This design comes from an exercise in tuning for small area, a short achievable clock period and few clock cycles per item on the open sky130 flow, not from production work. RTL that was checked went through simulation tests only; none was proved equivalent to the original. For runs 1 and 6, only the layout was checked, not whether the RTL still works.

==> flow/design.v (outline; a module is shown in full before it is edited, if it fits) <==
// module hmm_viterbi_decoder: 274 lines
// module mul16hi: 1310 lines
// module vfa: 4 lines
module hmm_viterbi_decoder #(
  parameter int DATA_PREC       = 16,
  parameter int HIDDEN_STATES   = 4,
  parameter int OBSERVED_STATES = 4,
  parameter int OBSERVED_LEN    = 16,
  localparam int SW = (HIDDEN_STATES > 1) ? $clog2(HIDDEN_STATES) : 1,
  localparam int OW = (OBSERVED_STATES > 1) ? $clog2(OBSERVED_STATES) : 1
) (
  input  logic                 clk,
  input  logic                 rst,
  input  logic [HIDDEN_STATES*HIDDEN_STATES*DATA_PREC-1:0]   trans,
  input  logic [HIDDEN_STATES*OBSERVED_STATES*DATA_PREC-1:0] emm,
  input  logic [HIDDEN_STATES*DATA_PREC-1:0]                 stationary_distribution,
  input  logic                 in_valid,
  output logic                 in_ready,
  input  logic [OW-1:0]        in_obs,
  output logic                 out_valid,
  input  logic                 out_ready,
  output logic [SW-1:0]        out_state,
  output logic                 out_last,
  output logic [DATA_PREC-1:0] out_prob
);
  // ...
==> flow/flow/run.sh <==
#!/bin/bash
# Layout flow: the standard ORFS flow (standard.sh), with
#  - port buffers of the smallest plain buffer instead of the default delay buffer,
#  - repair_timing asked for extra setup slack so that the layout is sized for speed
#    (the clock and constraints are the design's; only the repair target changes).
set -euo pipefail
source flow/params.sh
bash standard.sh \
  "BUFFER_PORTS_ARGS=-buffer_cell sky130_fd_sc_hd__buf_1" \
  "SETUP_SLACK_MARGIN=${MARGIN}" \
  finish > flow_make.log 2>&1
==> flow/flow/params.sh <==
MARGIN=18.0
==> flow/standard.sh <==
#!/bin/bash
# synth_recipe.tcl (not shown) runs the flow's synth.tcl, then flattens the netlist and writes it again
# the make line also repeats each setting of config.mk as NAME=value (left out here)
make -C /OpenROAD-flow-scripts/flow DESIGN_CONFIG=/design/flow/config.mk WORK_HOME=/design/flow/orfs CLKGATE_MAP_FILE= SYNTH_SCRIPT=/design/flow/synth_recipe.tcl "${@:-finish}"
==> flow/config.mk <==
export PLATFORM = sky130hd
export DESIGN_NAME = hmm_viterbi_decoder
export DESIGN_NICKNAME = hmm_viterbi_decoder
export VERILOG_FILES = /design/flow/design.v
export SDC_FILE = /design/flow/constraint.sdc
export NUM_CORES = 4
export LEC_CHECK = 0
export ABC_CLOCK_PERIOD_IN_PS = 5500
export CAP_MARGIN = 20
export CORE_MARGIN = 2
export CORE_UTILIZATION = 40
export SLEW_MARGIN = 20
export SYNTH_HIERARCHICAL = 1
==> flow/constraint.sdc <==
create_clock -name core_clock -period 24.0 [get_ports {clk}]
set_input_delay 4.8000 -clock core_clock [delete_from_list [all_inputs] [get_ports {clk}]]
set_output_delay 4.8000 -clock core_clock [all_outputs]
set_load 0.01 [all_outputs]
==> impl_metrics.yaml, run 1 <==
status:
  run_status: "finished clean"
layout:
  registers.top_by_ff_count: "bp_q"
  layout-area-overhead-vs-synth_pct: 15.2
  final.fill_count: 10800
hold_path:
  worstHoldEndpoint: "m_q[0]"
  hold-path-cell-count: 2
routing:
  route.vias.total: 37300
  drt.antenna.violating_nets: 0
  route.met3.wl_mm: 12.8
sta:
  tns_ns: 0
  setup_slack_ns: 17.73
  post-route-period-util_pct: 26.1
  relSlewSlack_pct: 20.6
  achievable-frequency_mhz: 160
  finalCriticalPeriod_ns: 6.27
cts:
  cts_tree: "built"
  cts_setup_buffers: 79
  post_cts_hold_buffer_count: 0
synthesis:
  syn_area_um2: 46700
  post_synth_top_cells: "sky130_fd_sc_hd__nand2_1 (1142), sky130_fd_sc_hd__fa_1 (844), sky130_fd_sc_hd__clkbuf_1 (329)"
  post_synthesis_mux_area_share_pct: 11.5
critical_path:
  critical_path_depth_in_cells: 8
  timing.reg2reg.setup_slack_ns: 18.06
  cell_depth_of_the_worst_flop_to_flop_path: 18
  critical-path-top-delay-family: "simple AND/OR/NAND/NOR gates"
floorplan:
  taps: 1524
global_routing:
  grt_start_max_net_pins: 80
==> module hmm_viterbi_decoder, before the edit <==
module hmm_viterbi_decoder #(
  parameter int DATA_PREC       = 16,
  parameter int HIDDEN_STATES   = 4,
  parameter int OBSERVED_STATES = 4,
  parameter int OBSERVED_LEN    = 16,
  localparam int SW = (HIDDEN_STATES > 1) ? $clog2(HIDDEN_STATES) : 1,
  localparam int OW = (OBSERVED_STATES > 1) ? $clog2(OBSERVED_STATES) : 1
) (
  input  logic                 clk,
  input  logic                 rst,
  input  logic [HIDDEN_STATES*HIDDEN_STATES*DATA_PREC-1:0]   trans,
  input  logic [HIDDEN_STATES*OBSERVED_STATES*DATA_PREC-1:0] emm,
  input  logic [HIDDEN_STATES*DATA_PREC-1:0]                 stationary_distribution,
  input  logic                 in_valid,
  output logic                 in_ready,
  input  logic [OW-1:0]        in_obs,
  output logic                 out_valid,
  input  logic                 out_ready,
  output logic [SW-1:0]        out_state,
  output logic                 out_last,
  output logic [DATA_PREC-1:0] out_prob
);
  localparam int DP = DATA_PREC;
  function automatic logic [DP-1:0] tr_at(input int i, input int k);
    tr_at = trans[(i*4 + k)*DP +: DP];
  endfunction
  typedef enum logic [1:0] {S_WAIT, S_RUN, S_OUT} state_t;
  state_t     state_q;
  logic [2:0] ph_q;
  logic [3:0] t_q;
  logic       full_q;        
  logic       cont_q;        
  logic       abort_q;       
  logic [1:0] obs_q;
  logic       in_ready_q, out_valid_q, out_last_q;
  logic       bpw_q;         
  wire run    = (state_q == S_RUN);
  wire last_f = (t_q == 4'd15);
  wire accept = in_valid & in_ready_q;
  wire out_hs = out_valid_q & out_ready;
  logic [DP-1:0] a_q, b_q, d_q, x1_q, x2_q;
  logic [2:0][DP-1:0] tr_q, p_q;
  logic [3:0][DP-1:0] m_q;
  logic [3:0][1:0]    bpc_q;
  logic [1:0]    st_q;
  logic [14:1][3:0][1:0] bp_q;
  logic [DP-1:0] em_y;
  logic [2:0][DP-1:0] tr_y;
  mul16hi u_em (.a(a_q), .b(b_q), .y(em_y));
  mul16hi u_m0 (.a(d_q), .b(tr_q[0]), .y(tr_y[0]));
  mul16hi u_m1 (.a(x1_q), .b(tr_q[1]), .y(tr_y[1]));
  mul16hi u_m2 (.a(x2_q), .b(tr_q[2]), .y(tr_y[2]));
  wire amax = run & last_f & ~abort_q & (ph_q >= 3'd1) & (ph_q <= 3'd4);   
  logic [3:0] fen_q, ffirst_q;
  logic       s0d_q, s1p0_q, s2p1_q, s3p0_q;    
  logic [3:0][1:0]    f_idx;
  logic [3:0][DP-1:0] f_p;
  always_comb begin
    f_idx = '0;
    case (ph_q)
      3'd0: begin f_idx[1] = 2'd3; f_idx[2] = 2'd3; f_idx[3] = 2'd2; end
      3'd1: begin f_idx[3] = 2'd3; end
      3'd3: begin f_idx[0] = 2'd1; f_idx[1] = 2'd1; end
      3'd4: begin f_idx[0] = 2'd2; f_idx[2] = 2'd1; f_idx[3] = 2'd1; end
      3'd5: begin f_idx[0] = 2'd3; f_idx[1] = 2'd2; f_idx[2] = 2'd2; end
      default: ;
    endcase
    f_p[0] = s0d_q  ? d_q    : p_q[0];
    f_p[1] = s1p0_q ? p_q[0] : p_q[1];
    f_p[2] = s2p1_q ? p_q[1] : p_q[2];
    f_p[3] = s3p0_q ? p_q[0] : p_q[2];
  end
  logic [3:0][DP-1:0] fold_res;
  logic [3:0][1:0]    fold_bp;
  always_comb begin
    for (int k = 0; k < 4; k++) begin
      fold_res[k] = m_q[k];
      fold_bp[k]  = bpc_q[k];
      if (ffirst_q[k] || (fen_q[k] && (f_p[k] > m_q[k]))) begin
        fold_res[k] = f_p[k];
        fold_bp[k]  = f_idx[k];
      end
    end
  end
  logic [1:0] jn;       
  always_comb begin
    case (ph_q)
      3'd0: jn = 2'd1;
      3'd1: jn = 2'd2;
      3'd2: jn = 2'd3;
      default: jn = 2'd0;
    endcase
    if (!run) jn = 2'd0;
  end
  wire b_byp = (jn == 2'd0) & ~full_q;
  logic [DP-1:0] a_n;
  always_comb begin
    case (ph_q)
      3'd0: a_n = fold_res[1];
      3'd1: a_n = m_q[2];
      3'd2: a_n = m_q[3];
      default: a_n = fold_res[0];
    endcase
    if (!run) a_n = (t_q == 4'd0) ? stationary_distribution[0 +: DP] : fold_res[0];
  end
  logic [2:0][DP-1:0] tr_n;
  always_comb begin
    case (ph_q)
      3'd0: tr_n = {tr_at(0, 2), tr_at(0, 1), tr_at(0, 0)};    
      3'd1: tr_n = {tr_at(0, 3), tr_at(1, 1), tr_at(1, 0)};    
      3'd2: tr_n = {tr_at(1, 3), tr_at(1, 2), tr_at(2, 0)};    
      3'd3: tr_n = {tr_at(2, 2), tr_at(2, 1), tr_at(3, 0)};    
      3'd4: tr_n = {tr_at(2, 3), tr_at(3, 2), tr_at(3, 1)};    
      default: tr_n = {tr_at(2, 3), tr_at(3, 2), tr_at(3, 3)};  
    endcase
  end
  wire amax_take = ffirst_q[0] | (f_p[0] > m_q[0]);
  logic [1:0] st_n;
  always_comb begin
    st_n = st_q;
    if (amax) begin
      if (amax_take) st_n = ph_q[1:0] - 2'd1;
    end else if (out_hs) begin
      if (t_q == 4'd15) st_n = bpc_q[st_q];
      else if (t_q != 4'd0) st_n = bp_q[t_q][st_q];
    end
  end
  always_ff @(posedge clk) begin
    a_q <= a_n;
    st_q <= st_n;
    b_q <= b_byp ? emm[({2'd0, in_obs})*DP +: DP] : emm[({jn, obs_q})*DP +: DP];
    if (run && ph_q <= 3'd3) d_q <= em_y;
    x1_q <= (ph_q <= 3'd1) ? em_y : d_q;
    if (run) begin
      case (ph_q)
        3'd0: x2_q <= em_y;
        3'd1, 3'd2, 3'd3: x2_q <= d_q;
        default: ;
      endcase
    end
    tr_q <= tr_n;
    p_q  <= tr_y;
    for (int k = 0; k < 4; k++) begin
      m_q[k]   <= (k != 0 && state_q == S_WAIT && t_q == 4'd0) ? stationary_distribution[k*DP +: DP] : fold_res[k];
      if (k != 0 || !amax) bpc_q[k] <= fold_bp[k];
    end
    if (bpw_q)
      bp_q[t_q] <= bpc_q;
  end
  assign out_state = st_q;
  assign out_prob  = m_q[0];
  assign out_valid = out_valid_q;
  assign out_last  = out_last_q;
  assign in_ready  = in_ready_q;
  state_t     state_d;
  logic [2:0] ph_d;
  logic [3:0] t_d;
  logic       full_d, cont_d, abort_d;
  always_comb begin
    state_d = state_q;
    ph_d    = ph_q;
    t_d     = t_q;
    full_d  = full_q;
    cont_d  = cont_q;
    abort_d = abort_q;
    if (run && ph_q == 3'd2) full_d = 1'b0;    
    if (accept) full_d = 1'b1;
    case (state_q)
      S_WAIT: begin
        if (full_q || accept) begin
          state_d = S_RUN;
          ph_d    = 3'd0;
          cont_d  = 1'b0;
          abort_d = 1'b0;
        end
      end
      S_RUN: begin
        ph_d = ph_q + 3'd1;
        if (ph_q == 3'd1 && abort_q) begin
          state_d = S_WAIT;
        end else if (last_f && ph_q == 3'd4) begin
          state_d = S_OUT;
        end else if (ph_q == 3'd5) begin
          t_d     = t_q + 4'd1;
          ph_d    = 3'd0;
          cont_d  = 1'b1;
          abort_d = ~(full_q | accept);
        end
      end
      S_OUT: begin
        if (out_hs) begin
          if (t_q == 4'd0) state_d = S_WAIT;
          else t_d = t_q - 4'd1;
        end
      end
      default: state_d = S_WAIT;
    endcase
  end
  logic [3:0] fen_d, ffirst_d;
  logic       s0d_d, s1p0_d, s2p1_d, s3p0_d;
  always_comb begin
    logic run_n, cur_n, prev_n, amax_n;
    run_n  = (state_d == S_RUN);
    cur_n  = run_n & (t_d != 4'd15);
    prev_n = run_n & cont_d;
    amax_n = run_n & (t_d == 4'd15) & ~abort_d & (ph_d >= 3'd1) & (ph_d <= 3'd4);
    fen_d = '0; ffirst_d = '0;
    s1p0_d = 1'b0; s2p1_d = 1'b0; s3p0_d = 1'b0;
    case (ph_d)
      3'd0: begin
        fen_d[1] = prev_n; s1p0_d = 1'b1;
        fen_d[2] = prev_n; s2p1_d = 1'b1;
        fen_d[3] = prev_n;
      end
      3'd1: begin
        fen_d[3] = prev_n; s3p0_d = 1'b1;
      end
      3'd2: begin
        fen_d[2:0] = {3{cur_n}}; ffirst_d[2:0] = {3{cur_n}};
      end
      3'd3: begin
        fen_d[0] = cur_n; fen_d[1] = cur_n;
        fen_d[3] = cur_n; ffirst_d[3] = cur_n;
      end
      3'd4: begin
        fen_d[0] = cur_n; fen_d[2] = cur_n; s2p1_d = 1'b1;
        fen_d[3] = cur_n;
      end
      3'd5: begin
        fen_d[0] = cur_n; fen_d[1] = cur_n; fen_d[2] = cur_n;
      end
      default: ;
    endcase
    s0d_d = amax_n;
    if (amax_n) begin
      fen_d[0]    = 1'b1;
      ffirst_d[0] = (ph_d == 3'd1);
    end
  end
  always_ff @(posedge clk or posedge rst) begin
    if (rst) begin
      fen_q       <= '0;
      ffirst_q    <= '0;
      {s0d_q, s1p0_q, s2p1_q, s3p0_q} <= '0;
      bpw_q       <= 1'b0;
      state_q     <= S_WAIT;
      ph_q        <= 3'd0;
      t_q         <= 4'd0;
      full_q      <= 1'b0;
      cont_q      <= 1'b0;
      abort_q     <= 1'b0;
      in_ready_q  <= 1'b0;
      out_valid_q <= 1'b0;
      out_last_q  <= 1'b0;
    end else begin
      fen_q       <= fen_d;
      ffirst_q    <= ffirst_d;
      {s0d_q, s1p0_q, s2p1_q, s3p0_q} <= {s0d_d, s1p0_d, s2p1_d, s3p0_d};
      bpw_q       <= (state_d == S_RUN) && (ph_d == 3'd2) && (t_d != 4'd0) && (t_d != 4'd15);
      state_q     <= state_d;
      ph_q        <= ph_d;
      t_q         <= t_d;
      full_q      <= full_d;
      cont_q      <= cont_d;
      abort_q     <= abort_d;
      in_ready_q  <= ~full_d & ~(state_d == S_OUT) & ~(state_d == S_RUN && t_d == 4'd15);
      out_valid_q <= (state_d == S_OUT);
      out_last_q  <= (state_d == S_OUT) && (t_d == 4'd0);
    end
  end
  always_ff @(posedge clk) begin
    if (accept) obs_q <= in_obs;
  end
endmodule
==> run 2: changes to the inputs <==
--- a/flow/design.v
+++ b/flow/design.v
@@ -128,5 +128,4 @@
   always_ff @(posedge clk) begin
     a_q <= a_n;
-    st_q <= st_n;
     b_q <= b_byp ? emm[({2'd0, in_obs})*DP +: DP] : emm[({jn, obs_q})*DP +: DP];
     if (run && ph_q <= 3'd3) d_q <= em_y;
@@ -198,14 +197,19 @@
   end
   logic [3:0] fen_d, ffirst_d;
-  logic       s0d_d, s1p0_d, s2p1_d, s3p0_d;
+  logic       s0d_d, s1p0_d, s2p1_d, s3p0_d, bpw_d;
+  logic [2:0] ph_n;
   always_comb begin
     logic run_n, cur_n, prev_n, amax_n;
-    run_n  = (state_d == S_RUN);
-    cur_n  = run_n & (t_d != 4'd15);
-    prev_n = run_n & cont_d;
-    amax_n = run_n & (t_d == 4'd15) & ~abort_d & (ph_d >= 3'd1) & (ph_d <= 3'd4);
+    logic [3:0] t_n;
+    run_n  = run & ~(ph_q == 3'd1 && abort_q) & ~(last_f && ph_q == 3'd4);
+    ph_n   = (ph_q == 3'd5) ? 3'd0 : ph_q + 3'd1;
+    t_n    = (ph_q == 3'd5) ? t_q + 4'd1 : t_q;
+    cur_n  = run_n & (t_n != 4'd15);
+    prev_n = run_n & ((ph_q == 3'd5) | cont_q);
+    amax_n = run_n & (t_n == 4'd15) & ~abort_q & (ph_n >= 3'd1) & (ph_n <= 3'd4);
+    bpw_d  = run_n & (ph_n == 3'd2) & (t_n != 4'd0) & (t_n != 4'd15);
     fen_d = '0; ffirst_d = '0;
     s1p0_d = 1'b0; s2p1_d = 1'b0; s3p0_d = 1'b0;
-    case (ph_d)
+    case (ph_n)
       3'd0: begin
         fen_d[1] = prev_n; s1p0_d = 1'b1;
@@ -235,5 +239,5 @@
     if (amax_n) begin
       fen_d[0]    = 1'b1;
-      ffirst_d[0] = (ph_d == 3'd1);
+      ffirst_d[0] = (ph_n == 3'd1);
     end
   end
@@ -251,4 +255,5 @@
       abort_q     <= 1'b0;
       in_ready_q  <= 1'b0;
+      st_q        <= 2'd0;
       out_valid_q <= 1'b0;
       out_last_q  <= 1'b0;
@@ -257,5 +262,5 @@
       ffirst_q    <= ffirst_d;
       {s0d_q, s1p0_q, s2p1_q, s3p0_q} <= {s0d_d, s1p0_d, s2p1_d, s3p0_d};
-      bpw_q       <= (state_d == S_RUN) && (ph_d == 3'd2) && (t_d != 4'd0) && (t_d != 4'd15);
+      bpw_q       <= bpw_d;
       state_q     <= state_d;
       ph_q        <= ph_d;
@@ -264,4 +269,5 @@
       cont_q      <= cont_d;
       abort_q     <= abort_d;
+      st_q        <= st_n;
       in_ready_q  <= ~full_d & ~(state_d == S_OUT) & ~(state_d == S_RUN && t_d == 4'd15);
       out_valid_q <= (state_d == S_OUT);
==> impl_metrics.yaml, run 2 <==
critical_path:
  path_cells: "buf_6"
  criticalPathCategory: "reg -> out"
  slowest_cell_on_the_critical_path: "sky130_fd_sc_hd__dfrtp_2"
  critical-path-top-delay-family: "flip-flops"
  cp_data_required_time_ns: 19.20
  critical_path.endpoint_type: "output pin"
  critPathBufInv: 1
  critical_path_peak_fanout: 2
  timing.critical_path.arrival_ns: 1.23
  start_kind: "flip-flop"
  critical-path-max-stage-delay_ns: 0.44
sta:
  tns_ns: 0
  report.final.setup_viol: 0
  setup_slack_ns: 17.97
  relSlewSlack_pct: 25.6
  slew_violations: 0
  rsz0062_at_grt: "true"
  hold_viol_final: 0
  slew_of_the_pin_with_the_lowest_slew_margin_ns: 1.12
  post-route-period-util_pct: 25.1
  fin_worst_skew_ns: 0.0527
  achievable-frequency_mhz: 166
  finalCriticalPeriod_ns: 6.03
synthesis:
  yosys_reg_bits: 391
  synth_enable_flop_cells: 186
  synth_top_area_share_pct: 35.7
  synth.avg_cell_area_um2: 10.7
  synth_area_leaders: "sky130_fd_sc_hd__fa_1 (36%), sky130_fd_sc_hd__edfxtp_1 (12%), sky130_fd_sc_hd__nand2_1 (9.2%)"
  syn_area_um2: 47400
  post_synth_inst_count: 4425
  synth.most_common_cell: "sky130_fd_sc_hd__nand2_1"
  synth_flop_cell: "sky130_fd_sc_hd__edfxtp_1"
  yosysWarningCount: 7
  postSynth.asyncResetShare_pct: 7.42
  seq_area_frac_synth_pct: 20.8
  synth_cell_types: 84
  synth_top_area_cell: "sky130_fd_sc_hd__fa_1"
  post_synth_top_cells: "sky130_fd_sc_hd__nand2_1 (1161), sky130_fd_sc_hd__fa_1 (844), sky130_fd_sc_hd__clkbuf_1 (349)"
routing:
  drt_pass1_iterations: 6
  post-route-drc-count: 0
  route.vias.total: 38000
  route.detailed.wl_per_inst_um: 26.1
  detail_route.wirelength_mm: 170
  drt-initial-drc-count: 3853
  drt.antenna.violating_nets: 0
  via_per_inst: 5.85
global_routing:
  number_of_global_route_vias_before_repair: 38800
  grt_start_max_net_pins: 88
  grt_antenna_before_repair: 17
  grt_overflow: 0
  first_pass_grt_wire_length_mm: 251
  grt_use_total_pct: 27.7
floorplan:
  io_pins: 603
  dieWidth_um: 348
  floorplan.core_area_um2: 118000
  initial_core_util_pct: 40.2
  std_cell_rows: 126
  die_y_um: 348
  dieArea_um2: 121000
layout:
  finish.instance_area_um2: 54300
  drive_above_1_share_pct: 16.6
  largest_registers: "bp_q: 112 flops, m_q: 64 flops"
  final-seq-area_um2: 10000
  final.fill_count: 10900
  layout.cells.most_common: "sky130_fd_sc_hd__nand2_1"
  layout.nets: 6547
  stdcell_count: 6504
  layout-area-overhead-vs-synth_pct: 14.6
  area_taken_by_multi_input_logic_gates_um2: 36200
  number_of_flip_flops_under_the_largest_register_name: 112
  layout.cells.most_common_list: "sky130_fd_sc_hd__nand2_1 (1157), sky130_fd_sc_hd__fa_1 (842), sky130_fd_sc_hd__buf_1 (581)"
  registers.top_by_ff_count: "bp_q"
job:
  timing.max_cap.violations: 0
hold_path:
  hold_path.class: "reg -> reg"
cts:
  tritoncts.num_buffers: 49
  tritoncts_sinks: 391
  ctsRootBufferMaster: "sky130_fd_sc_hd__clkbuf_16"
  post_cts_hold_buffer_count: 0
  cts_tree: "built"
  cts_htree_levels: 2
  cts_buffer_depth: 3
  clock_edge_transition_at_the_registers_on_the_reported_setup_and_hold_paths_ns: 0.06
  insertion_delay_ns: 0.67
placed_design:
  port-buffer-count: 602
  dpl.hpwl_mm: 127
  detailedPlace.worstSlack_ns: 16.41
  placed_cell_area_um2: 50800
  placedCellCount: 6288
  gp_congestion: 1.00
status:
  run_status: "finished clean"
-- run 2: final cells by class --
cell class	instances	share of cell area, %
timing repair buffer	785	7.53
sequential	391	18.5
inverter	102	0.705
tap	1536	3.54
multi-input combinational	3592	66.8
antenna	7	0.0323
clock buffer	68	2.52
clock inverter	23	0.406
-- run 2: per-stage QoR --
step           util [%]  hold slack [ns]
2_1_floorplan         -            0.460
3_3_place_gp       43.1            0.483
3_5_place_dp       43.1            0.494
4_1_cts            45.2            0.507
5_1_grt            46.1            0.528
6_report           46.1            0.505
-- run 2: routing by layer --
| layer | part of all wire, % | wire (µm) | up-vias | track usage (%) |
|---|---|---|---|---|
| met5 | 0.035 | 60 | - | 0 |
| met4 | 2.8 | 4740 | 10 | 8.03 |
| met3 | 9.9 | 16800 | 243 | 6.35 |
| met2 | 45 | 76000 | 1948 | 41.6 |
| met1 | 43 | 72500 | 19800 | 40.0 |
| li1 | - | - | 16000 | - |
-- run 2: worst paths after layout --
kind	cells past startpoint	end	from	slack, ns
min in group asynchronous	3	out_last_q	rst	4.19
max in group asynchronous	3	ffirst_q[0]	rst	19.47
worst min-delay path	1	cont_q	cont_q	0.50
worst max-delay path	1	in_ready	in_ready_q	17.97
worst min register to register	1	cont_q	cont_q	0.50
worst max register to register	16	x2_q[13]	b_q[11]	17.99
-- run 2: kinds of logic after synthesis --
kind of cell / Yosys count / synth area share [%]
simple gates: 1440 / 12.7
xor+xnor: 56 / 1.04
compound gates: 600 / 8.75
fa+ha+maj: 1044 / 41.0
other cells: 4 / 0.0317
flops: 391 / 20.8
buf+inv: 498 / 4.15
mux: 392 / 11.6
-- run 2: Yosys stat by module (local to each module, per instance) --
module	flip-flops and latches	cell area [µm²]	copies in the design	cells
hmm_viterbi_decoder	391	22000	1	1849
mul16hi	0	2130	4	434
vfa	0	20.0	840	1
-- run 2: timing repair --
item                                    4_1_cts  5_1_grt
endpoints found under the setup margin      131       92
cloned                                        0        2
setup buffers                                59       56
pin swaps                                    13       22
gates resized for setup                     158      125
Testbench counts of run 2, summed over its fixed seeds: cycles 28,672, sequences 256.
==> run 3: changes to the inputs <==
--- a/flow/design.v
+++ b/flow/design.v
@@ -94,4 +94,10 @@
   end
   wire b_byp = (jn == 2'd0) & ~full_q;
+  logic [DP-1:0] b_in;      
+  always_comb begin
+    b_in = '0;
+    for (int o = 0; o < 4; o++)
+      b_in = b_in | ({DP{in_obs == 2'(o)}} & emm[o*DP +: DP]);
+  end
   logic [DP-1:0] a_n;
   always_comb begin
@@ -128,5 +134,5 @@
   always_ff @(posedge clk) begin
     a_q <= a_n;
-    b_q <= b_byp ? emm[({2'd0, in_obs})*DP +: DP] : emm[({jn, obs_q})*DP +: DP];
+    b_q <= b_byp ? b_in : emm[({jn, obs_q})*DP +: DP];
     if (run && ph_q <= 3'd3) d_q <= em_y;
     x1_q <= (ph_q <= 3'd1) ? em_y : d_q;
@@ -242,4 +248,10 @@
     end
   end
+  logic ir_base;
+  always_comb begin
+    if (state_q == S_WAIT) ir_base = ~full_q;
+    else if (ph_q == 3'd1 && abort_q) ir_base = ~full_q;
+    else ir_base = ~(full_q & (ph_q != 3'd2)) & ~last_f & ~(ph_q == 3'd5 && t_q == 4'd14);
+  end
   always_ff @(posedge clk or posedge rst) begin
     if (rst) begin
@@ -270,5 +282,5 @@
       abort_q     <= abort_d;
       st_q        <= st_n;
-      in_ready_q  <= ~full_d & ~(state_d == S_OUT) & ~(state_d == S_RUN && t_d == 4'd15);
+      in_ready_q  <= (state_q == S_OUT) ? (out_ready & (t_q == 4'd0)) : (ir_base & ~accept);
       out_valid_q <= (state_d == S_OUT);
       out_last_q  <= (state_d == S_OUT) && (t_d == 4'd0);
--- a/flow/config.mk
+++ b/flow/config.mk
@@ -6,4 +6,5 @@
 export NUM_CORES = 4
 export LEC_CHECK = 0
+export ABC_AREA = 1
 export ABC_CLOCK_PERIOD_IN_PS = 5500
 export CAP_MARGIN = 20
==> impl_metrics.yaml, run 3 <==
status:
  run_status: "finished clean"
critical_path:
  timing.critical_path.arrival_ns: 1.20
  critical_path.endpoint_type: "output pin"
  critical-path-max-stage-delay_ns: 0.43
  critPathBufInv: 1
  path_cells: "buf_2"
  critical_path_peak_fanout: 2
  timing.reg2reg.setup_slack_ns: 18.14
  critical-path-top-delay-family: "flip-flops"
  cp_data_required_time_ns: 19.20
  slowest_cell_on_the_critical_path: "sky130_fd_sc_hd__dfrtp_1"
  criticalPathCategory: "reg -> out"
  start_kind: "flip-flop"
sta:
  relSlewSlack_pct: 17.6
  report.final.setup_viol: 0
  slew_violations: 0
  fin_worst_skew_ns: 0.0200
  rsz0062_at_grt: "true"
  tns_ns: 0
  hold_viol_final: 0
  post-route-period-util_pct: 25.0
  finalCriticalPeriod_ns: 6.00
  setup_slack_ns: 18.00
  slew_of_the_pin_with_the_lowest_slew_margin_ns: 1.24
  achievable-frequency_mhz: 167
floorplan:
  dieArea_um2: 126000
  initial_core_util_pct: 40.3
  dieWidth_um: 355
  io_pins: 603
  floorplan.core_area_um2: 122000
  die_y_um: 355
  std_cell_rows: 128
routing:
  drt_pass1_iterations: 8
  post-route-drc-count: 0
  detail_route.wirelength_mm: 165
  drt-initial-drc-count: 3634
  route.detailed.wl_per_inst_um: 20.5
  route.vias.total: 43600
  via_per_inst: 5.44
  drt.antenna.violating_nets: 0
layout:
  area_taken_by_multi_input_logic_gates_um2: 36300
  number_of_flip_flops_under_the_largest_register_name: 112
  final.fill_count: 12100
  layout.cells.most_common_list: "sky130_fd_sc_hd__nand2_1 (2116), sky130_fd_sc_hd__fa_1 (843), sky130_fd_sc_hd__buf_1 (591)"
  drive_above_1_share_pct: 5.19
  largest_registers: "bp_q: 112 flops, m_q: 64 flops"
  final-seq-area_um2: 9940
  finish.instance_area_um2: 54400
  layout-area-overhead-vs-synth_pct: 10.7
  layout.nets: 7985
  stdcell_count: 8024
  layout.cells.most_common: "sky130_fd_sc_hd__nand2_1"
  registers.top_by_ff_count: "bp_q"
global_routing:
  first_pass_grt_wire_length_mm: 256
  number_of_global_route_vias_before_repair: 44300
  grt_overflow: 0
  grt_start_max_net_pins: 76
  grt_use_total_pct: 26.0
  grt_antenna_before_repair: 2
synthesis:
  syn_area_um2: 49200
  synth_flop_cell: "sky130_fd_sc_hd__edfxtp_1"
  postSynth.asyncResetShare_pct: 7.42
  yosysWarningCount: 7
  synth_area_leaders: "sky130_fd_sc_hd__fa_1 (34%), sky130_fd_sc_hd__nand2_1 (16%), sky130_fd_sc_hd__edfxtp_1 (11%)"
  post_synth_inst_count: 6000
  synth_cell_types: 57
  synth.avg_cell_area_um2: 8.19
  seq_area_frac_synth_pct: 20.0
  synth_enable_flop_cells: 186
  post_synth_top_cells: "sky130_fd_sc_hd__nand2_1 (2117), sky130_fd_sc_hd__fa_1 (844), sky130_fd_sc_hd__o21ai_0 (414)"
  yosys_reg_bits: 391
  synth.most_common_cell: "sky130_fd_sc_hd__nand2_1"
  synth_top_area_cell: "sky130_fd_sc_hd__fa_1"
  synth_top_area_share_pct: 34.4
placed_design:
  gp_congestion: 0.956
  port-buffer-count: 602
  placed_cell_area_um2: 52300
  placedCellCount: 7896
  dpl.hpwl_mm: 123
  detailedPlace.worstSlack_ns: 17.52
cts:
  cts_buffer_depth: 3
  ctsRootBufferMaster: "sky130_fd_sc_hd__clkbuf_16"
  clock_edge_transition_at_the_registers_on_the_reported_setup_and_hold_paths_ns: 0.06
  post_cts_hold_buffer_count: 0
  tritoncts.num_buffers: 48
  cts_htree_levels: 2
  insertion_delay_ns: 0.62
  cts_tree: "built"
  tritoncts_sinks: 391
hold_path:
  hold_path.class: "reg -> reg"
job:
  timing.max_cap.violations: 0
-- run 3: timing repair --
| item | 4_1_cts | 5_1_grt |
|---|---|---|
| gates cloned | 0 | 0 |
| setup buffers | 5 | 31 |
| pin swaps | 0 | 0 |
| resized for setup | 40 | 41 |
| endpoints found under the setup margin | 26 | 57 |
-- run 3: cell type report --
type / count / area share, %
antenna: 2 / 0.00919
clock buffer: 60 / 2.44
clock inverter: 29 / 0.639
inverter: 397 / 2.76
multi-input combinational: 4830 / 66.6
sequential: 391 / 18.3
tap: 1625 / 3.74
timing repair buffer: 690 / 5.52
-- run 3: layer usage --
| layer | vias up | track usage, % | share of wire, % |
|---|---|---|---|
| li1 | 19800 | - | - |
| met1 | 21700 | 36.2 | 43 |
| met2 | 1826 | 41.9 | 47 |
| met3 | 250 | 3.80 | 7.7 |
| met4 | 0 | 7.96 | 3.0 |
| met5 | - | 0 | 0 |
-- run 3: Yosys stat by module (local to each module, per instance) --
module               cells inside  copies in the design
hmm_viterbi_decoder          3056                     1
vfa                             1                   840
mul16hi                       526                     4
-- run 3: per-stage QoR --
step	hold slack, ns	utilization, %
floorplan	0.504	-
finish	0.543	44.7
global placement	0.531	42.9
detailed placement	0.529	42.9
global route	0.575	44.7
CTS	0.539	44.4
-- run 3: final timing paths --
check                      startpoint            to  cells past startpoint
min in group asynchronous         rst        t_q[2]                      3
max in group asynchronous         rst         bpw_q                      3
hold / removal                 m_q[2]        m_q[2]                      2
setup reg to reg              b_q[12]       x2_q[0]                     16
hold reg to reg                m_q[2]        m_q[2]                      2
setup / recovery              st_q[1]  out_state[1]                      1
-- run 3: cell families after synthesis --
family | count (synthesis) | share of synthesized area [%]
and+or+nand+nor | 2832 | 23.1
adders and majority gates | 1045 | 39.5
AOI/OAI and AO/OA | 884 | 10.3
buffers and inverters | 835 | 6.82
DFF | 391 | 20.0
xor gates and xnor gates | 8 | 0.219
other | 4 | 0.0305
muxes | 1 | 0.0204
Testbench counts of run 3, summed over its fixed seeds: cycles 28,672, sequences 256.
==> run 4: changes to the inputs <==
--- a/flow/config.mk
+++ b/flow/config.mk
@@ -6,5 +6,4 @@
 export NUM_CORES = 4
 export LEC_CHECK = 0
-export ABC_AREA = 1
 export ABC_CLOCK_PERIOD_IN_PS = 5500
 export CAP_MARGIN = 20
==> impl_metrics.yaml, run 4 <==
cts:
  tritoncts.num_buffers: 48
  tritoncts_sinks: 391
  insertion_delay_ns: 0.64
  clock_edge_transition_at_the_registers_on_the_reported_setup_and_hold_paths_ns: 0.06
  cts_buffer_depth: 3
  ctsRootBufferMaster: "sky130_fd_sc_hd__clkbuf_16"
  cts_tree: "built"
  post_cts_hold_buffer_count: 0
  cts_htree_levels: 2
critical_path:
  endpoint: "out_state[0]"
  path_cells: "buf_6"
  criticalPathCategory: "reg -> out"
  critical-path-max-stage-delay_ns: 0.47
  timing.reg2reg.setup_slack_ns: 18.14
  cell_depth_of_the_worst_flop_to_flop_path: 17
  r2r_start: "b_q[13]"
  worstReg2RegEnd: "x2_q[14]"
  start_kind: "flip-flop"
  critical_path_peak_fanout: 2
  slowest_cell_on_the_critical_path: "sky130_fd_sc_hd__dfrtp_2"
  timing.critical_path.arrival_ns: 1.25
  critPathBufInv: 1
  critical_path.endpoint_type: "output pin"
  cp_data_required_time_ns: 19.20
  worst_setup_path_startpoint: "st_q[0]"
  critical-path-top-delay-family: "flip-flops"
  critical_path_depth_in_cells: 1
placed_design:
  gp_congestion: 0.988
  detailedPlace.worstSlack_ns: 17.34
  port-buffer-count: 602
  dpl.hpwl_mm: 130
synthesis:
  synth_cell_types: 80
  synth_area_leaders: "sky130_fd_sc_hd__fa_1 (36%), sky130_fd_sc_hd__edfxtp_1 (12%), sky130_fd_sc_hd__nand2_1 (9.0%)"
  synth_enable_flop_cells: 186
  synth.avg_cell_area_um2: 10.8
  yosys_reg_bits: 391
  post_synth_inst_count: 4394
  synth.most_common_cell: "sky130_fd_sc_hd__nand2_1"
  syn_area_um2: 47500
  synth_flop_cell: "sky130_fd_sc_hd__edfxtp_1"
  postSynth.asyncResetShare_pct: 7.42
  synth_top_area_cell: "sky130_fd_sc_hd__fa_1"
  yosysWarningCount: 7
  seq_area_frac_synth_pct: 20.7
  post_synth_top_cells: "sky130_fd_sc_hd__nand2_1 (1142), sky130_fd_sc_hd__fa_1 (844), sky130_fd_sc_hd__clkbuf_1 (343)"
  synth_top_area_share_pct: 35.6
routing:
  route.detailed.wl_per_inst_um: 26.6
  route.vias.total: 37500
  post-route-drc-count: 0
  detail_route.wirelength_mm: 172
  via_per_inst: 5.81
  drt-initial-drc-count: 3322
  drt.antenna.violating_nets: 0
  drt_pass1_iterations: 8
floorplan:
  dieWidth_um: 349
  io_pins: 603
  die_y_um: 349
  floorplan.core_area_um2: 118000
  dieArea_um2: 122000
  initial_core_util_pct: 40.3
  std_cell_rows: 126
sta:
  achievable-frequency_mhz: 165
  hold_viol_final: 0
  fin_worst_skew_ns: 0.0495
  slew_violations: 0
  finalCriticalPeriod_ns: 6.05
  setup_slack_ns: 17.95
  rsz0062_at_grt: "true"
  relSlewSlack_pct: 31.0
  report.final.setup_viol: 0
  post-route-period-util_pct: 25.2
  slew_of_the_pin_with_the_lowest_slew_margin_ns: 1.03
  tns_ns: 0
global_routing:
  grt_overflow: 0
  number_of_global_route_vias_before_repair: 38900
  grt_antenna_before_repair: 37
  grtUsageMet3_pct: 6.74
  grt.met1_usage_pct: 39.4
  grt_start_max_net_pins: 89
  global_routing_usage_on_met2_pct: 43.6
  first_pass_grt_wire_length_mm: 254
  grt_use_total_pct: 28.0
  busiest_layer: "met2"
job:
  timing.max_cap.violations: 0
layout:
  largest_registers: "bp_q: 112 flops, m_q: 64 flops"
  layout.cells.most_common_list: "sky130_fd_sc_hd__nand2_1 (1141), sky130_fd_sc_hd__fa_1 (844), sky130_fd_sc_hd__buf_1 (581)"
  drive_above_1_share_pct: 16.9
  layout.nets: 6501
  layout-area-overhead-vs-synth_pct: 13.9
  number_of_flip_flops_under_the_largest_register_name: 112
  registers.top_by_ff_count: "bp_q"
  layout.cells.most_common: "sky130_fd_sc_hd__nand2_1"
status:
  run_status: "finished clean"
hold_path:
  hold_path.class: "reg -> reg"
run 4: cell count changes in the layout (fill, tap and decap cells not counted), moves of 70 or more:
cell                      before   now
sky130_fd_sc_hd__o21ai_0     413    53
sky130_fd_sc_hd__o21ai_1      83     9
sky130_fd_sc_hd__a22oi_1       1    71
sky130_fd_sc_hd__nand2_1    2116  1141
sky130_fd_sc_hd__inv_1       379    95
sky130_fd_sc_hd__nor2_1      333   117
sky130_fd_sc_hd__nand3_1     224    71
sky130_fd_sc_hd__mux4_2        0   125
sky130_fd_sc_hd__mux2_2        0   268
run 4: logic make-up after synthesis:
logic type | synth area share [%]
xor gates and xnor gates | 1.01
buffers and inverters | 4.02
adders and majority gates | 40.9
muxes | 12.9
and+or+nand+nor | 13.1
other | 0.0316
DFF | 20.7
AOI/OAI and AO/OA | 7.40
run 4: worst min-delay path by stage:
stage / endpoint / from / slack (ns) / cells past startpoint
after CTS: m_q[0] / m_q[0] / 0.50 / 2
after floorplan: m_q[0] / m_q[0] / 0.47 / 2
after global placement: m_q[0] / m_q[0] / 0.49 / 2
after global routing: m_q[0] / m_q[0] / 0.52 / 2
final: m_q[0] / m_q[0] / 0.50 / 2
after detailed placement: m_q[0] / m_q[0] / 0.50 / 2
run 4: modules after synthesis (local to each module, per instance):
module / area [µm²] / copies in the design / cells
hmm_viterbi_decoder: 22100 / 1 / 1818
mul16hi: 2130 / 4 / 434
vfa: 20.0 / 840 / 1
run 4: area by class of cell:
| class | count | area (µm²) |
|---|---|---|
| fill | 11000 | 63800 |
| multi-input combinational | 3573 | 36200 |
| sequential | 391 | 10000 |
| timing repair buffer | 764 | 3850 |
| tap | 1536 | 1920 |
| clock buffer | 61 | 1360 |
| clock inverter | 29 | 400 |
| inverter | 96 | 360 |
| antenna | 7 | 17.5 |
run 4: routing by layer:
| layer | vias up | wire length (µm) |
|---|---|---|
| met3 | 310 | 16400 |
| li1 | 15900 | - |
| met2 | 1710 | 78800 |
| met5 | - | 215 |
| met1 | 19600 | 71900 |
| met4 | 32 | 4680 |
run 4: stage by stage:
step,hold WS [ns],area (µm²),std cells,util (%)
4_1_cts,0.504,53300,6412,45.2
2_1_floorplan,0.467,47800,4450,-
3_5_place_dp,0.498,50800,6258,43.1
5_1_grt,0.518,54100,6450,45.9
6_report,0.504,54100,6457,45.9
3_3_place_gp,0.493,50800,6258,43.1
run 4: timing repair:
item	4_1_cts	5_1_grt
buffers inserted	64	34
pin swaps	1	24
resized for setup	102	108
setup endpoints to repair	123	86
cloned	0	3
==> run 5: changes to the inputs <==
--- a/flow/config.mk
+++ b/flow/config.mk
@@ -7,7 +7,7 @@
 export LEC_CHECK = 0
 export ABC_CLOCK_PERIOD_IN_PS = 5500
-export CAP_MARGIN = 20
+export CAP_MARGIN = 5
 export CORE_MARGIN = 2
 export CORE_UTILIZATION = 40
-export SLEW_MARGIN = 20
+export SLEW_MARGIN = 5
 export SYNTH_HIERARCHICAL = 1
==> impl_metrics.yaml, run 5 <==
status:
  run_status: "finished clean"
sta:
  report.final.setup_viol: 0
  finalCriticalPeriod_ns: 6.04
  hold_viol_final: 0
  slew_of_the_pin_with_the_lowest_slew_margin_ns: 1.18
  tns_ns: 0
  fin_worst_skew_ns: 0.0372
  post-route-period-util_pct: 25.2
  relSlewSlack_pct: 21.2
  whs_ns: 0.504
  achievable-frequency_mhz: 165
  rsz0062_at_grt: "true"
  slew_violations: 0
critical_path:
  critPathBufInv: 1
  slowest_cell_on_the_critical_path: "sky130_fd_sc_hd__dfrtp_2"
  path_cells: "buf_6"
  cell_depth_of_the_worst_flop_to_flop_path: 16
  timing.critical_path.arrival_ns: 1.24
  critical_path.endpoint_type: "output pin"
  cp_data_required_time_ns: 19.20
  start_kind: "flip-flop"
  critical-path-max-stage-delay_ns: 0.46
  critical-path-top-delay-family: "flip-flops"
  critical_path_peak_fanout: 2
  criticalPathCategory: "reg -> out"
  critical_path_depth_in_cells: 1
synthesis:
  yosys_reg_bits: 391
  post_synth_inst_count: 4394
  synth_cell_types: 80
  post_synth_top_cells: "sky130_fd_sc_hd__nand2_1 (1142), sky130_fd_sc_hd__fa_1 (844), sky130_fd_sc_hd__clkbuf_1 (343)"
  synth_flop_cell: "sky130_fd_sc_hd__edfxtp_1"
  synth.avg_cell_area_um2: 10.8
  yosysWarningCount: 7
  seq_area_frac_synth_pct: 20.7
  synth.most_common_cell: "sky130_fd_sc_hd__nand2_1"
  syn_area_um2: 47500
  postSynth.asyncResetShare_pct: 7.42
  synth_top_area_cell: "sky130_fd_sc_hd__fa_1"
  synth_area_leaders: "sky130_fd_sc_hd__fa_1 (36%), sky130_fd_sc_hd__edfxtp_1 (12%), sky130_fd_sc_hd__nand2_1 (9.0%)"
  synth_top_area_share_pct: 35.6
  synth_enable_flop_cells: 186
routing:
  route.detailed.wl_per_inst_um: 26.6
  route.vias.total: 37600
  drt-initial-drc-count: 3413
  post-route-drc-count: 0
  detail_route.wirelength_mm: 172
  drt.antenna.violating_nets: 0
  via_per_inst: 5.83
  drt_pass1_iterations: 9
cts:
  tritoncts.num_buffers: 48
  ctsRootBufferMaster: "sky130_fd_sc_hd__clkbuf_16"
  cts_tree: "built"
  cts_buffer_depth: 3
  tritoncts_sinks: 391
  insertion_delay_ns: 0.64
  clock_edge_transition_at_the_registers_on_the_reported_setup_and_hold_paths_ns: 0.06
  post_cts_hold_buffer_count: 0
  cts_htree_levels: 2
layout:
  layout.cells.most_common_list: "sky130_fd_sc_hd__nand2_1 (1137), sky130_fd_sc_hd__fa_1 (841), sky130_fd_sc_hd__buf_1 (581)"
  stdcell_count: 6460
  number_of_flip_flops_under_the_largest_register_name: 112
  drive_above_1_share_pct: 17.1
  layout-area-overhead-vs-synth_pct: 14.1
  largest_registers: "bp_q: 112 flops, m_q: 64 flops"
  layout.cells.most_common: "sky130_fd_sc_hd__nand2_1"
  registers.top_by_ff_count: "bp_q"
  final.fill_count: 11000
  utilization_pct: 46.0
  layout.nets: 6503
global_routing:
  number_of_global_route_vias_before_repair: 38800
  grt_antenna_before_repair: 41
  grt_overflow: 0
  grt_use_total_pct: 27.9
  first_pass_grt_wire_length_mm: 253
  grt_start_max_net_pins: 89
floorplan:
  dieWidth_um: 349
  initial_core_util_pct: 40.3
  die_y_um: 349
  dieArea_um2: 122000
  io_pins: 603
  std_cell_rows: 126
  floorplan.core_area_um2: 118000
placed_design:
  dpl.hpwl_mm: 130
  placedCellCount: 6258
  gp_congestion: 0.988
  port-buffer-count: 602
hold_path:
  hold_path.class: "reg -> reg"
  hold-path-cell-count: 2
job:
  timing.max_cap.violations: 0
run 5: cell counts after synthesis:
No cell type changed its count.
run 5: modules after synthesis, one instance, submodules excluded:
module / flip-flops and latches / cell area (µm²)
vfa: 0 / 20.0
mul16hi: 0 / 2130
hmm_viterbi_decoder: 391 / 22100
run 5: path summary, 6_finish.rpt:
| check | from | end | slack, ns |
|---|---|---|---|
| max in group asynchronous | rst | ph_q[2] | 19.44 |
| worst max-delay path | st_q[0] | out_state[0] | 17.96 |
| worst min-delay path | m_q[0] | m_q[0] | 0.50 |
| min in group asynchronous | rst | out_last_q | 4.20 |
| worst min register to register | m_q[0] | m_q[0] | 0.50 |
| worst max register to register | b_q[8] | x2_q[13] | 18.08 |
run 5: routing by layer:
metal	global-route usage, %	vias up	share of wire (%)
li1	-	15900	-
met1	39.1	19800	42
met2	43.3	1686	46
met3	7.10	320	9.6
met4	7.09	36	2.7
met5	0	-	0.14
run 5: logic make-up (layout without fill, tap and decap cells):
group | after synthesis | after routing | share of synthesized area (%)
multiplexers | 422 | 422 | 12.9
AND/OR/NAND/NOR | 1497 | 1497 | 13.1
other | 4 | 68 | 0.0316
AO/OA/AOI/OAI | 494 | 494 | 7.40
adder cells (fa/ha/maj) | 1045 | 1045 | 40.9
buffers and inverters | 486 | 952 | 4.02
flip-flops | 391 | 391 | 20.7
XOR/XNOR | 55 | 55 | 1.01
run 5: area by class of cell:
type / instances / area (µm²) / area share, %
Antenna cell: 8 / 20.0 / 0.0369
Clock buffer: 62 / 1390 / 2.56
Clock inverter: 28 / 438 / 0.808
Inverter: 96 / 360 / 0.665
Multi-Input combinational cell: 3573 / 36200 / 66.8
Sequential cell: 391 / 10000 / 18.5
Tap cell: 1536 / 1920 / 3.54
Timing Repair Buffer: 766 / 3830 / 7.06
run 5: stage by stage:
step / area, µm² / worst slack, ns
after floorplan: 47800 / 17.61
after global placement: 50800 / 17.03
after detailed placement: 50800 / 17.03
after CTS: 53400 / 17.91
after global routing: 54200 / 17.91
final: 54200 / 17.96
run 5: timing repair:
item / in CTS / in global routing
gates resized for setup: 106 / 123
buffers inserted: 64 / 38
hold endpoints to repair: 0 / 0
pin swaps: 4 / 48
cloned: 0 / 2
endpoints found under the setup margin: 132 / 83
==> run 6: changes to the inputs <==
--- a/flow/design.v
+++ b/flow/design.v
@@ -43,5 +43,5 @@
   logic [3:0][DP-1:0] m_q;
   logic [3:0][1:0]    bpc_q;
-  logic [1:0]    st_q;
+  logic [1:0]    st_q, os_q;    
   logic [14:1][3:0][1:0] bp_q;
   logic [DP-1:0] em_y;
@@ -134,4 +134,5 @@
   always_ff @(posedge clk) begin
     a_q <= a_n;
+    st_q <= st_n;
     b_q <= b_byp ? b_in : emm[({jn, obs_q})*DP +: DP];
     if (run && ph_q <= 3'd3) d_q <= em_y;
@@ -153,5 +154,5 @@
       bp_q[t_q] <= bpc_q;
   end
-  assign out_state = st_q;
+  assign out_state = os_q;
   assign out_prob  = m_q[0];
   assign out_valid = out_valid_q;
@@ -267,5 +268,5 @@
       abort_q     <= 1'b0;
       in_ready_q  <= 1'b0;
-      st_q        <= 2'd0;
+      os_q        <= 2'd0;
       out_valid_q <= 1'b0;
       out_last_q  <= 1'b0;
@@ -281,5 +282,5 @@
       cont_q      <= cont_d;
       abort_q     <= abort_d;
-      st_q        <= st_n;
+      os_q        <= st_n;
       in_ready_q  <= (state_q == S_OUT) ? (out_ready & (t_q == 4'd0)) : (ir_base & ~accept);
       out_valid_q <= (state_d == S_OUT);
--- a/flow/config.mk
+++ b/flow/config.mk
@@ -7,7 +7,7 @@
 export LEC_CHECK = 0
 export ABC_CLOCK_PERIOD_IN_PS = 5500
-export CAP_MARGIN = 5
+export CAP_MARGIN = 20
 export CORE_MARGIN = 2
 export CORE_UTILIZATION = 40
-export SLEW_MARGIN = 5
+export SLEW_MARGIN = 20
 export SYNTH_HIERARCHICAL = 1
==> impl_metrics.yaml, run 6 <==
floorplan:
  dieArea_um2: 122000
  dieWidth_um: 350
  die_y_um: 350
  io_pins: 603
  initial_core_util_pct: 40.4
  floorplan.core_area_um2: 118000
  std_cell_rows: 126
layout:
  layout.cells.most_common: "sky130_fd_sc_hd__nand2_1"
  layout.nets: 6542
  layout-area-overhead-vs-synth_pct: 14.1
  finish.instance_area_um2: 54600
  layout.cells.most_common_list: "sky130_fd_sc_hd__nand2_1 (1162), sky130_fd_sc_hd__fa_1 (843), sky130_fd_sc_hd__buf_1 (582)"
  number_of_flip_flops_under_the_largest_register_name: 112
  drive_above_1_share_pct: 16.8
  stdcell_count: 6556
  registers.top_by_ff_count: "bp_q"
  largest_registers: "bp_q: 112 flops, m_q: 64 flops"
  utilization_pct: 46.1
sta:
  rsz0062_at_grt: "true"
  hold_viol_final: 0
  report.final.setup_viol: 0
  relSlewSlack_pct: 30.2
  fin_worst_skew_ns: 0.0582
  achievable-frequency_mhz: 167
  finalCriticalPeriod_ns: 5.99
  slew_of_the_pin_with_the_lowest_slew_margin_ns: 1.05
  setup_slack_ns: 18.01
  slew_violations: 0
  tns_ns: 0
  post-route-period-util_pct: 25.0
  whs_ns: 0.538
critical_path:
  slowest_cell_on_the_critical_path: "sky130_fd_sc_hd__dfxtp_2"
  criticalPathCategory: "reg -> out"
  critPathBufInv: 1
  critical-path-top-delay-family: "flip-flops"
  critical_path.endpoint_type: "output pin"
  path_cells: "buf_8"
  cp_data_required_time_ns: 19.20
  timing.critical_path.arrival_ns: 1.19
  critical-path-max-stage-delay_ns: 0.36
  critical_path_peak_fanout: 3
  start_kind: "flip-flop"
placed_design:
  placed_cell_area_um2: 51300
  port-buffer-count: 602
  detailedPlace.worstSlack_ns: 17.09
  gp_congestion: 0.966
  dpl.hpwl_mm: 126
  placedCellCount: 6364
cts:
  tritoncts_sinks: 393
  tritoncts.num_buffers: 48
  cts_tree: "built"
  cts_htree_levels: 2
  post_cts_hold_buffer_count: 0
  cts_buffer_depth: 3
  clock_edge_transition_at_the_registers_on_the_reported_setup_and_hold_paths_ns: 0.07
  ctsRootBufferMaster: "sky130_fd_sc_hd__clkbuf_16"
  insertion_delay_ns: 0.68
routing:
  via_per_inst: 5.75
  route.detailed.wl_per_inst_um: 25.4
  drt_pass1_iterations: 6
  route.vias.total: 37700
  drt-initial-drc-count: 3658
  route.met3.wl_mm: 16.6
  detail_route.wirelength_mm: 166
  route.top_layer_used: "met5"
  met1Wirelength_mm: 71.3
  post-route-drc-count: 0
  drt.antenna.violating_nets: 0
  route.met2.wl_mm: 74.6
job:
  timing.max_cap.violations: 0
global_routing:
  grt_overflow: 0
  first_pass_grt_wire_length_mm: 249
  number_of_global_route_vias_before_repair: 39000
  grt_use_total_pct: 27.2
  grt_start_max_net_pins: 70
  grt_antenna_before_repair: 21
synthesis:
  seq_area_frac_synth_pct: 20.6
  yosys_reg_bits: 393
  post_synth_top_cells: "sky130_fd_sc_hd__nand2_1 (1165), sky130_fd_sc_hd__fa_1 (844), sky130_fd_sc_hd__clkbuf_1 (334)"
  synth_area_leaders: "sky130_fd_sc_hd__fa_1 (35%), sky130_fd_sc_hd__edfxtp_1 (12%), sky130_fd_sc_hd__nand2_1 (9.1%)"
  yosysWarningCount: 7
  synth.avg_cell_area_um2: 10.8
  synth_top_area_share_pct: 35.3
  post_synth_inst_count: 4433
  postSynth.asyncResetShare_pct: 7.38
  synth_cell_types: 83
  synth_flop_cell: "sky130_fd_sc_hd__edfxtp_1"
  synth_enable_flop_cells: 186
  synth_top_area_cell: "sky130_fd_sc_hd__fa_1"
  synth.most_common_cell: "sky130_fd_sc_hd__nand2_1"
  syn_area_um2: 47800
hold_path:
  hold_path.class: "reg -> reg"
status:
  run_status: "finished clean"
==> run 6: final cells by class <==
| cell class | count | area [µm²] |
|---|---|---|
| fillers | 11100 | 63800 |
| multi-input cells | 3587 | 36400 |
| flip-flops and latches | 393 | 10100 |
| repair buffers | 768 | 3910 |
| well taps | 1600 | 2000 |
| clock buffers | 61 | 1340 |
| inverters | 114 | 428 |
| clock inverters | 29 | 393 |
| diodes | 4 | 10.0 |
==> run 6: path summary, 6_finish.rpt <==
path                       startpoint      endpoint  cells after the start  slack (ns)
max                           m_q[15]  out_prob[15]                      1       18.01
min                           m_q[15]       m_q[15]                      2        0.54
max reg2reg                   b_q[10]      x2_q[13]                     16       18.02
min reg2reg                   m_q[15]       m_q[15]                      2        0.54
max in group asynchronous         rst        s2p1_q                      3       19.48
min in group asynchronous         rst        t_q[3]                      3        4.18
==> run 6: what timing repair did <==
item	in CTS	in global routing
setup endpoints to repair	129	74
pin swaps	6	35
gates resized for setup	145	107
buffers inserted	72	22
==> run 6: kinds of logic (layout without fill, tap and decap cells) <==
family | count (synthesis) | after routing | share of synthesized area, %
AOI/OAI and AO/OA | 456 | 456 | 6.66
xor gates and xnor gates | 56 | 56 | 1.03
adders and majority gates | 1048 | 1048 | 40.7
buffers and inverters | 509 | 972 | 4.20
DFF | 393 | 393 | 20.6
muxes | 460 | 460 | 13.7
other | 4 | 64 | 0.0314
and+or+nand+nor | 1507 | 1507 | 13.0
==> run 6: modules after synthesis, one instance, submodules excluded <==
| module | flops+latches | cells | copies in the design |
|---|---|---|---|
| hmm_viterbi_decoder | 393 | 1857 | 1 |
| mul16hi | 0 | 434 | 4 |
| vfa | 0 | 1 | 840 |
==> run 6: layer usage <==
layer  global-route usage [%]  up-vias
met5                        0        -
met3                     7.42      219
li1                         -    15900
met4                     6.25       16
met1                     38.9    19700
met2                     41.1     1772
==> run 6: worst min-delay path, delay by kind of cell (launching register included) <==
family | cells | cell delay, ns
buffers and inverters | 1 | 0.06
DFF | 1 | 0.36
muxes | 1 | 0.09
==> run 7: changes to the inputs <==
--- a/flow/design.v
+++ b/flow/design.v
@@ -138,11 +138,5 @@
     if (run && ph_q <= 3'd3) d_q <= em_y;
     x1_q <= (ph_q <= 3'd1) ? em_y : d_q;
-    if (run) begin
-      case (ph_q)
-        3'd0: x2_q <= em_y;
-        3'd1, 3'd2, 3'd3: x2_q <= d_q;
-        default: ;
-      endcase
-    end
+    x2_q <= (ph_q == 3'd0) ? em_y : (ph_q == 3'd4) ? x1_q : d_q;
     tr_q <= tr_n;
     p_q  <= tr_y;
==> impl_metrics.yaml, run 7 <==
status:
  run_status: "finished clean"
critical_path:
  critical-path-top-delay-family: "flip-flops"
  critical_path_peak_fanout: 2
  worstReg2RegEnd: "x1_q[13]"
  cp_data_required_time_ns: 19.20
  timing.reg2reg.setup_slack_ns: 18.05
  critical_path.endpoint_type: "output pin"
  start_kind: "flip-flop"
  slowest_cell_on_the_critical_path: "sky130_fd_sc_hd__dfxtp_4"
  criticalPathCategory: "reg -> out"
  path_cells: "buf_6"
  critPathBufInv: 1
  cell_depth_of_the_worst_flop_to_flop_path: 16
  r2r_start: "b_q[15]"
  timing.critical_path.arrival_ns: 1.25
  critical-path-max-stage-delay_ns: 0.44
synthesis:
  syn_area_um2: 47500
  yosys_reg_bits: 393
  synth_area_leaders: "sky130_fd_sc_hd__fa_1 (36%), sky130_fd_sc_hd__edfxtp_1 (11%), sky130_fd_sc_hd__nand2_1 (9.1%)"
  synth.avg_cell_area_um2: 10.7
  synth_top_area_share_pct: 35.5
  seq_area_frac_synth_pct: 20.4
  synth_enable_flop_cells: 170
  synth_cell_types: 87
  synth_flop_cell: "sky130_fd_sc_hd__dfxtp_1"
  post_synth_top_cells: "sky130_fd_sc_hd__nand2_1 (1157), sky130_fd_sc_hd__fa_1 (844), sky130_fd_sc_hd__clkbuf_1 (354)"
  yosysWarningCount: 7
  post_synth_inst_count: 4451
  synth.most_common_cell: "sky130_fd_sc_hd__nand2_1"
  postSynth.asyncResetShare_pct: 7.38
  synth_top_area_cell: "sky130_fd_sc_hd__fa_1"
sta:
  hold_viol_final: 0
  setup_slack_ns: 17.95
  slew_of_the_pin_with_the_lowest_slew_margin_ns: 1.15
  rsz0062_at_grt: "true"
  tns_ns: 0
  slew_violations: 0
  relSlewSlack_pct: 23.5
  fin_worst_skew_ns: 0.107
  post-route-period-util_pct: 25.2
  report.final.setup_viol: 0
  achievable-frequency_mhz: 165
  finalCriticalPeriod_ns: 6.05
cts:
  insertion_delay_ns: 0.69
  clock_edge_transition_at_the_registers_on_the_reported_setup_and_hold_paths_ns: 0.06
  cts_tree: "built"
  ctsRootBufferMaster: "sky130_fd_sc_hd__clkbuf_16"
  tritoncts.num_buffers: 48
  cts_buffer_depth: 3
  tritoncts_sinks: 393
  post_cts_hold_buffer_count: 0
  cts_htree_levels: 2
placed_design:
  detailedPlace.worstSlack_ns: 17.02
  port-buffer-count: 602
  gp_congestion: 0.963
  placed_cell_area_um2: 50900
  dpl.hpwl_mm: 125
floorplan:
  io_pins: 603
  floorplan.core_area_um2: 118000
  dieWidth_um: 349
  dieArea_um2: 122000
  initial_core_util_pct: 40.3
  die_y_um: 349
  std_cell_rows: 126
layout:
  layout.cells.most_common_list: "sky130_fd_sc_hd__nand2_1 (1155), sky130_fd_sc_hd__fa_1 (843), sky130_fd_sc_hd__buf_1 (579)"
  layout-area-overhead-vs-synth_pct: 14.1
  final.fill_count: 11000
  drive_above_1_share_pct: 16.9
  registers.top_by_ff_count: "bp_q"
  largest_registers: "bp_q: 112 flops, m_q: 64 flops"
  number_of_flip_flops_under_the_largest_register_name: 112
  layout.cells.most_common: "sky130_fd_sc_hd__nand2_1"
  finish.instance_area_um2: 54300
  layout.nets: 6543
hold_path:
  worstHoldEndpoint: "cont_q"
  hold_path.class: "reg -> reg"
  hold-path-cell-count: 2
  hold_path_startpoint: "cont_q"
global_routing:
  grt_start_max_net_pins: 68
  first_pass_grt_wire_length_mm: 249
  grt_overflow: 0
  grt_use_total_pct: 27.3
  number_of_global_route_vias_before_repair: 39600
  grt_antenna_before_repair: 15
routing:
  post-route-drc-count: 0
  drt_pass1_iterations: 8
  route.detailed.wl_per_inst_um: 25.7
  via_per_inst: 5.88
  route.vias.total: 38200
  drt.antenna.violating_nets: 0
  drt-initial-drc-count: 4360
  detail_route.wirelength_mm: 167
job:
  timing.max_cap.violations: 0
run 7: cell count changes in the layout (fill, tap and decap cells not counted), sizes merged, moves of 12 or more:
| cell | before | now |
|---|---|---|
| mux2i | 56 | 24 |
| nor3 | 19 | 31 |
| o211ai | 10 | 25 |
| dfxtp | 178 | 194 |
| buf | 763 | 750 |
| o31a | 1 | 14 |
| o21ai | 51 | 84 |
| mux2 | 275 | 251 |
| edfxtp | 186 | 170 |
| a21oi | 133 | 145 |
| a221oi | 22 | 34 |
run 7: layout make-up:
| cell class | instances | area (µm²) | area share, % |
|---|---|---|---|
| repair buffers | 757 | 3840 | 7.08 |
| well taps | 1536 | 1920 | 3.54 |
| multi-input cells | 3603 | 36400 | 67.0 |
| clock buffers | 64 | 1410 | 2.59 |
| clock inverters | 26 | 318 | 0.586 |
| inverters | 113 | 424 | 0.782 |
| flip-flops and latches | 393 | 9950 | 18.3 |
| diodes | 8 | 20.0 | 0.0369 |
run 7: worst max-delay path by stage:
stage	from	endpoint	slack, ns	cells after the start
floorplan	in_obs[0]	b_q[10]	17.61	5
global placement	in_obs[1]	b_q[2]	17.10	4
detailed placement	in_obs[1]	b_q[1]	17.02	4
CTS	m_q[13]	out_prob[13]	17.93	1
global route	m_q[13]	out_prob[13]	17.91	1
finish	m_q[13]	out_prob[13]	17.95	1
run 7: kinds of logic after synthesis:
kind of cell	Yosys count	synth area share (%)
simple gates	1487	12.9
fa+ha+maj	1045	40.8
compound gates	550	7.89
buf+inv	511	4.20
mux	407	12.7
flops	393	20.4
xor+xnor	54	1.01
other cells	4	0.0316
run 7: repair_timing:
| item | 4_1_cts | 5_1_grt |
|---|---|---|
| resized for setup | 168 | 125 |
| endpoints found under the hold margin | 0 | 0 |
| pin swaps | 4 | 42 |
| setup buffers | 48 | 40 |
| cloned | 0 | 2 |
| setup endpoints to repair | 133 | 89 |
run 7: through the flow:
stage | std cells | hold slack, ns | util, %
finish | 6500 | 0.559 | 46.0
global route | 6493 | 0.577 | 46.0
CTS | 6450 | 0.556 | 45.3
detailed placement | 6312 | 0.522 | 43.2
global placement | 6312 | 0.527 | 43.2
floorplan | 4507 | 0.487 | -
run 7: per-module statistics from Yosys, one instance, submodules excluded:
module               times used  cells inside  cell area [µm²]
hmm_viterbi_decoder           1          1875            22200
mul16hi                       4           434             2130
vfa                         840             1             20.0
run 7: metal layers:
layer	vias up	share of wire [%]	track usage [%]
li1	16000	-	-
met1	19800	40	37.4
met2	2034	45	41.1
met3	340	11	8.31
met4	18	3.5	9.17
met5	-	0.069	0
Testbench counts of run 7, summed over its fixed seeds: cycles 28,672, sequences 256.

-- what the ideal ports hide --
How much do the figures lean on ideal ports? The routed layouts below were timed once more, with nothing changed but the port constraints. Step 1 (the two cells are an assumption about what drives the block):
set clk [get_ports {clk}]
set_driving_cell -lib_cell sky130_fd_sc_hd__clkbuf_16 $clk
set_driving_cell -lib_cell sky130_fd_sc_hd__buf_2 [delete_from_list [all_inputs] $clk]
Step 2 times the ports against the registers' clock, not the clock port: input delays grow and output delays shrink by t, the midpoint of the rising clock arrivals with the driver on. Slacks: no drivers / after step 1 / after step 2; pairs: no drivers / after step 1.
| run | t (ns) | slack for setup (ns) | worst setup path at the end | clock arrival spread, ns | pins driven straight from the clock port |
|---|---|---|---|---|---|
| run 1 | 0.714 | 17.732 / 17.739 / 17.025 | input to register | 0.053 / 0.053 | 1 |
| run 2 | 0.716 | 17.974 / 17.900 / 17.354 | input to register | 0.057 / 0.058 | 1 |
| run 3 | 0.677 | 17.997 / 17.934 / 17.738 | input to register | 0.021 / 0.020 | 1 |
| run 4 | 0.683 | 17.952 / 17.886 / 17.412 | input to register | 0.053 / 0.052 | 1 |
| run 5 | 0.690 | 17.956 / 17.890 / 17.378 | input to register | 0.037 / 0.038 | 1 |
| run 6 | 0.716 | 18.009 / 17.942 / 17.399 | input to register | 0.058 / 0.058 | 1 |
| run 7 | 0.707 | 17.947 / 17.882 / 17.369 | input to register | 0.107 / 0.107 | 1 |
After both steps every run listed still meets setup and hold. For run 1, which loses most, drivers alone change the setup slack by +0.007 ns; drivers and shift together by -0.707 ns.
